Source: an optimization exercise on an open RTL-to-GDS flow (aim: small area and a short achievable clock period). Production flows keep margins and buffers that such runs may drop. In this exercise RTL edits were held to simulation tests only and were not proved equivalent to the original.

==> run D <==
==> flow/design.v (excerpt) <==
module mem_responder #(
  parameter int DEPTH   = 64,
  parameter int LATENCY = 2
) (
  input  logic        clk,
  input  logic        reset,
  input  logic        req_valid,
  output logic        req_ready,
  input  logic        req_we,
  input  logic [31:0] req_addr,
  input  logic [31:0] req_wdata,
  output logic        resp_valid,
  input  logic        resp_ready,
  output logic [31:0] resp_rdata,
  output logic        resp_err
);
==> module mem_responder, before the edit <==
module mem_responder #(
  parameter int DEPTH   = 64,
  parameter int LATENCY = 2
) (
  input  logic        clk,
  input  logic        reset,
  input  logic        req_valid,
  output logic        req_ready,
  input  logic        req_we,
  input  logic [31:0] req_addr,
  input  logic [31:0] req_wdata,
  output logic        resp_valid,
  input  logic        resp_ready,
  output logic [31:0] resp_rdata,
  output logic        resp_err
);
  localparam int AW = $clog2(DEPTH);
  localparam int NS = DEPTH / 3;         
  localparam int NR = DEPTH - 3 * NS;    
  logic          busy_q, resp_q;
  logic          we_q, err_q;
  logic [AW-1:0] idx_q;
  logic [31:0]   data_q;
  logic [31:0]   mem [DEPTH];
  logic          idle, wait_s, rd_ok, err_in;
  logic [DEPTH-1:0] sel;
  logic [31:0]   rd;
  assign idle       = !busy_q;
  assign wait_s     = busy_q & !resp_q;
  assign req_ready  = !busy_q & reset;
  assign resp_valid = resp_q;
  assign resp_rdata = data_q;
  assign resp_err   = err_q;
  assign err_in = (req_addr[1:0] != 2'b00) || (req_addr[31:AW+2] != '0);
  assign rd_ok  = !we_q & !err_q;
  always_ff @(posedge clk or negedge reset) begin
    if (!reset) begin
      busy_q <= 1'b0;
      resp_q <= 1'b0;
    end else begin
      busy_q <= busy_q ? !(resp_q & resp_ready) : req_valid;
      resp_q <= busy_q & !(resp_q & resp_ready);
    end
  end
  always_ff @(posedge clk) begin
    if (idle) begin
      we_q  <= req_we;
      err_q <= err_in;
      idx_q <= req_addr[AW+1:2];
    end
  end
  always_comb begin
    for (int i = 0; i < DEPTH; i++) sel[i] = (idx_q == AW'(i));
  end
  for (genvar b = 0; b < 32; b++) begin : g_bit
    logic [DEPTH-1:0] col;
    logic [NS-1:0]    y;
    logic             rest;
    for (genvar i = 0; i < DEPTH; i++) begin : g_col
      assign col[i] = mem[i][b];
    end
    for (genvar k = 0; k < NS; k++) begin : g_s
      mem_responder_aoi3 u_aoi (.d(col[3*k+:3]), .s(sel[3*k+:3]), .y(y[k]));
    end
    always_comb begin
      rest = 1'b0;
      for (int i = 3 * NS; i < DEPTH; i++) rest = rest | (col[i] & sel[i]);
    end
    assign rd[b] = !(&y) | rest;
  end
  always_ff @(posedge clk) begin
    if (idle)        data_q <= req_wdata;
    else if (wait_s) data_q <= rd_ok ? rd : 32'h0;
  end
  always_ff @(posedge clk) begin
    for (int i = 0; i < DEPTH; i++)
      if (wait_s & we_q & !err_q & sel[i]) mem[i] <= data_q;
  end
endmodule
==> module mem_responder_aoi3, before the edit <==
module mem_responder_aoi3 (
  input  logic [2:0] d,
  input  logic [2:0] s,
  output logic       y
);
  assign y = !((d[0] & s[0]) | (d[1] & s[1]) | (d[2] & s[2]));
endmodule
export LEC_CHECK = 0
export CAP_MARGIN = 20
export CORE_MARGIN = 2
export CORE_UTILIZATION = 60
export PLACE_DENSITY = 0.7
export SETUP_SLACK_MARGIN = 2.5
export SLEW_MARGIN = 20
export SYNTH_HIERARCHICAL = 1
create_clock -name core_clock -period 5.0 [get_ports {clk}]
run.sh (not shown) runs the stock make flow with config.mk's settings and CLKGATE_MAP_FILE= SYNTH_SCRIPT=/design/flow/synth_recipe.tcl, a recipe that flattens the netlist after the stock synthesis.
==> run P: changes against run D <==
==> flow/design.v (replaced) <==
module mem_responder #(
  parameter int DEPTH   = 64,
  parameter int LATENCY = 2
) (
  input  logic        clk,
  input  logic        reset,
  input  logic        req_valid,
  output logic        req_ready,
  input  logic        req_we,
  input  logic [31:0] req_addr,
  input  logic [31:0] req_wdata,
  output logic        resp_valid,
  input  logic        resp_ready,
  output logic [31:0] resp_rdata,
  output logic        resp_err
);
  localparam int AW = $clog2(DEPTH);
  logic          busy_q, wait_q, resp_q, wr_q;
  logic          we_q, err_q;
  logic [DEPTH-1:0] sel_q;
  logic [31:0]   wdata_q, rdata_q;
  logic [31:0]   mem [DEPTH];
  logic          idle, err_in;
  logic [DEPTH-1:0] sel_in, sel;
  logic [31:0]   rd;
  logic          rd_ok;
  assign idle       = !busy_q;
  assign req_ready  = !busy_q & reset;
  assign resp_valid = resp_q;
  assign resp_rdata = rdata_q;
  assign resp_err   = err_q;
  assign rd_ok  = !(we_q | err_q);   
  assign err_in = (req_addr[1:0] != 2'b00) || (req_addr[31:AW+2] != '0);
  always_comb begin
    for (int i = 0; i < DEPTH; i++) sel_in[i] = (req_addr[AW+1:2] == AW'(i));
  end
  always_ff @(posedge clk or negedge reset) begin
    if (!reset) begin
      busy_q <= 1'b0;
      wait_q <= 1'b0;
      resp_q <= 1'b0;
      wr_q   <= 1'b0;
    end else begin
      busy_q <= busy_q ? !(resp_q & resp_ready) : req_valid;
      wait_q <= !busy_q & req_valid;
      resp_q <= wait_q | (resp_q & !resp_ready);
      wr_q   <= !busy_q & req_valid & req_we & !err_in;
    end
  end
  always_ff @(posedge clk) begin
    if (idle) err_q <= err_in;
  end
  always_ff @(posedge clk) begin
    we_q    <= req_we;
    sel_q   <= sel_in;
    wdata_q <= req_wdata;
  end
  assign sel = sel_q;
  for (genvar b = 0; b < 32; b++) begin : g_bit
    logic [DEPTH-1:0] col;
    logic [7:0]       p;
    logic [3:0]       q;
    for (genvar i = 0; i < DEPTH; i++) begin : g_col
      assign col[i] = mem[i][b];
    end
    for (genvar k = 0; k < 8; k++) begin : g_g
      mem_responder_or8 u_grp (.d(col[8*k+:8]), .s(sel[8*k+:8]), .y(p[k]));
    end
    for (genvar k = 0; k < 4; k++) begin : g_n
      mem_responder_or2 u_or (.a(p[2*k+:2]), .y(q[k]));
    end
    mem_responder_oa41 u_out (.a(q), .b(rd_ok), .y(rd[b]));
  end
  always_ff @(posedge clk) begin
    if (wait_q) rdata_q <= rd;
  end
  always_ff @(posedge clk) begin
    for (int i = 0; i < DEPTH; i++)
      if (wr_q & sel[i]) mem[i] <= wdata_q;
  end
endmodule
module mem_responder_or8 (
  input  logic [7:0] d,
  input  logic [7:0] s,
  output logic       y
);
  assign y = |(d & s);
endmodule
module mem_responder_oa41 (
  input  logic [3:0] a,
  input  logic       b,
  output logic       y
);
  assign y = (|a) & b;
endmodule
module mem_responder_or2 (
  input  logic [1:0] a,
  output logic       y
);
  assign y = |a;
endmodule
==> flow/flow/run.sh (new file) <==
#!/bin/bash
# The standard layout (standard.sh, unchanged synthesis and steps) with a
# few resizer/placement settings changed:
#  - the port buffers are plain buf_2 cells instead of the delay cells that
#    buffer_ports picks by default;
#  - gate sizing may change a cell's footprint (MATCH_CELL_FOOTPRINT=0);
#  - after the placement-stage repair_design, each output port's buffer is
#    moved next to the cell driving it (flow/outbuf.tcl), so the buffer drives
#    the long wire to the pin; detailed placement then legalizes it.
# make's output goes to flow_make.log; each ORFS step keeps its own log under
# orfs/logs.
set -euo pipefail
here=$(pwd)
export BUFFER_PORTS_ARGS="-buffer_cell sky130_fd_sc_hd__buf_2"
export POST_RESIZE_TCL="$here/flow/outbuf.tcl"
if ! bash standard.sh MATCH_CELL_FOOTPRINT=0 finish > flow_make.log 2>&1; then
  tail -50 flow_make.log
  exit 1
fi
tail -20 flow_make.log
==> flow/flow/outbuf.tcl (new file) <==
# Move each output port's buffer next to the cell that drives it, so the
# buffer (which timing repair can upsize) drives the long wire to the pin
# instead of the weak driving cell. Detailed placement legalizes afterwards.
set block [ord::get_db_block]
set moved 0
foreach bterm [$block getBTerms] {
  if {[$bterm getIoType] != "OUTPUT"} { continue }
  set net [$bterm getNet]
  if {$net == "NULL"} { continue }
  foreach iterm [$net getITerms] {
    if {![$iterm isOutputSignal]} { continue }
    set buf [$iterm getInst]
    foreach it2 [$buf getITerms] {
      if {![$it2 isInputSignal]} { continue }
      set n2 [$it2 getNet]
      if {$n2 == "NULL"} { continue }
      foreach it3 [$n2 getITerms] {
        if {![$it3 isOutputSignal]} { continue }
        set loc [[$it3 getInst] getLocation]
        $buf setLocation [lindex $loc 0] [lindex $loc 1]
        incr moved
      }
    }
  }
}
puts "outbuf: moved $moved output buffers next to their drivers"
==> flow/standard.sh (new file) <==
#!/bin/bash
# synth_recipe.tcl (not shown) runs the flow's synth.tcl, then flattens the netlist and writes it again
# the make line also repeats each setting of config.mk as NAME=value (left out here)
make -C /OpenROAD-flow-scripts/flow DESIGN_CONFIG=/design/flow/config.mk WORK_HOME=/design/flow/orfs CLKGATE_MAP_FILE= SYNTH_SCRIPT=/design/flow/synth_recipe.tcl "${@:-finish}"
- CTS_BUF_LIST: default -> sky130_fd_sc_hd__clkbuf_8
- CTS_CLUSTER_DIAMETER: default -> 60
- CTS_CLUSTER_SIZE: default -> 16
- SETUP_SLACK_MARGIN: 2.5 -> 2.75
removed: flow/run.sh
==> run H: changes against run D <==
==> flow/design.v (replaced) <==
module mem_responder #(
  parameter int DEPTH   = 64,
  parameter int LATENCY = 2
) (
  input  logic        clk,
  input  logic        reset,
  input  logic        req_valid,
  output logic        req_ready,
  input  logic        req_we,
  input  logic [31:0] req_addr,
  input  logic [31:0] req_wdata,
  output logic        resp_valid,
  input  logic        resp_ready,
  output logic [31:0] resp_rdata,
  output logic        resp_err
);
  localparam int AW = $clog2(DEPTH);
  localparam int CW = (LATENCY > 2) ? $clog2(LATENCY) : 1;
  localparam logic [CW-1:0] CNT_LOAD = (LATENCY > 1) ? CW'(LATENCY - 2) : '0;
  localparam logic [32:0] LIMIT = 33'(4 * DEPTH);
  typedef enum logic [1:0] {IDLE, WAIT, RESP} state_t;
  state_t        state, state_nx;
  logic [CW-1:0] cnt, cnt_nx;
  logic          we_q;
  logic [31:0]   addr_q, wdata_q;
  logic [31:0]   mem [DEPTH];
  logic          accept, commit;
  logic          op_we, op_err;
  logic [31:0]   op_addr, op_wdata;
  logic [AW-1:0] op_idx;
  assign req_ready  = (state == IDLE) && reset;
  assign resp_valid = (state == RESP);
  assign accept     = req_valid && req_ready;
  assign op_we    = (state == IDLE) ? req_we    : we_q;
  assign op_addr  = (state == IDLE) ? req_addr  : addr_q;
  assign op_wdata = (state == IDLE) ? req_wdata : wdata_q;
  assign op_err   = (op_addr[1:0] != 2'b00) || ({1'b0, op_addr} >= LIMIT);
  assign op_idx   = op_addr[AW+1:2];
  always_comb begin
    state_nx = state;
    cnt_nx   = cnt;
    commit   = 1'b0;
    case (state)
      IDLE: begin
        if (accept) begin
          if (LATENCY == 1) begin
            state_nx = RESP;
            commit   = 1'b1;
          end else begin
            state_nx = WAIT;
            cnt_nx   = CNT_LOAD;
          end
        end
      end
      WAIT: begin
        if (cnt == '0) begin
          state_nx = RESP;
          commit   = 1'b1;
        end else begin
          cnt_nx = cnt - 1'b1;
        end
      end
      RESP: begin
        if (resp_ready) state_nx = IDLE;
      end
      default: state_nx = IDLE;
    endcase
  end
  always_ff @(posedge clk or negedge reset) begin
    if (!reset) begin
      state      <= IDLE;
      cnt        <= '0;
      we_q       <= 1'b0;
      addr_q     <= '0;
      wdata_q    <= '0;
      resp_rdata <= '0;
      resp_err   <= 1'b0;
    end else begin
      state <= state_nx;
      cnt   <= cnt_nx;
      if (accept) begin
        we_q    <= req_we;
        addr_q  <= req_addr;
        wdata_q <= req_wdata;
      end
      if (commit) begin
        resp_err   <= op_err;
        resp_rdata <= (op_err || op_we) ? 32'h0 : mem[op_idx];
      end
    end
  end
  always_ff @(posedge clk) begin
    if (commit && op_we && !op_err) mem[op_idx] <= op_wdata;
  end
endmodule
- CORE_UTILIZATION: 60 -> 40
- PLACE_DENSITY: 0.7 -> default
- SETUP_SLACK_MARGIN: 2.5 -> default
- SYNTH_HIERARCHICAL: 1 -> default
==> results.ini <==
[die]
initial_core_util=0.4012
die_area_um2=205700

[min_path]
hold_path_class=reg -> reg

[worst_setup_path]
reg2reg_slack_ns=0.80
reg2reg_depth=6
r2r_start=state[1]$_DFFE_PN0P_

[cells_and_area]
nFillCells=17170

[run_status]
outcome=complete, no violations

[clock_network]
holdBufCountCts=1

Source of the figures above: run H

==> results.ini <==
[run_status]
outcome=finished with violations
failed_checks=max-slew violations

[timing]
maxSlewViolCount=1

[cells_and_area]
nFillCells=6318

[min_path]
hold_path_class=in -> async

[worst_setup_path]
reg2reg_depth=9
r2r_start=idx_q[0]$_DFFE_PN_

[die]
initial_core_util=0.6052
die_area_um2=123800

Source of the figures above: run D

==> results.ini <==
[run_status]
outcome=complete, no violations

[worst_setup_path]
reg2reg_slack_ns=2.70
r2r_start=sel_q[11]$_DFF_P_
reg2reg_depth=5
cp_num_buf_inv=1

[synthesis]
async_flop_share=0.001833
ys.warnings.count=8

[clock_network]
holdBufCountCts=1
cts-htree-levels=4

[min_path]
hold_path_class=in -> reg
holdCritStartpoint=req_wdata[27]

[die]
initial_core_util=0.6046

[cells_and_area]
nFillCells=8307

[drt]
wl_um=201000
vias=41100

Source of the figures above: run P

==> static timing again, ports no longer ideal <==
No port has a modelled driver above. Below, the same layouts with a new extraction and two added sets of constraints. Step 1 sets driving cells, clkbuf_16 on the clock port and buf_2 on the other inputs (assumed; they add their load-dependent delay and slew). Step 2, shift: input delay + t, output delay - t, t = (earliest + latest rising clock arrival at the registers) / 2. This alone moves slack from input paths to output paths. Three values: no drivers, after step 1, after step 2; two values: the first two.
run | shift t [ns] | setup WS [ns] | latest minus earliest clock arrival (ns) | worst slew at a driven data input, ns
run D | 0.887 | 0.344 / 0.344 / 0.344 | 0.039 / 0.039 | 0.05
run P | 0.983 | 2.454 / 2.380 / 2.495 | 0.036 / 0.036 | 0.17
run H | 0.939 | 0.805 / 0.805 / 0.212 | 0.089 / 0.090 | 0.09
For run H, which loses most, drivers alone change the setup slack by 0.000 ns; drivers and shift together by -0.593 ns.
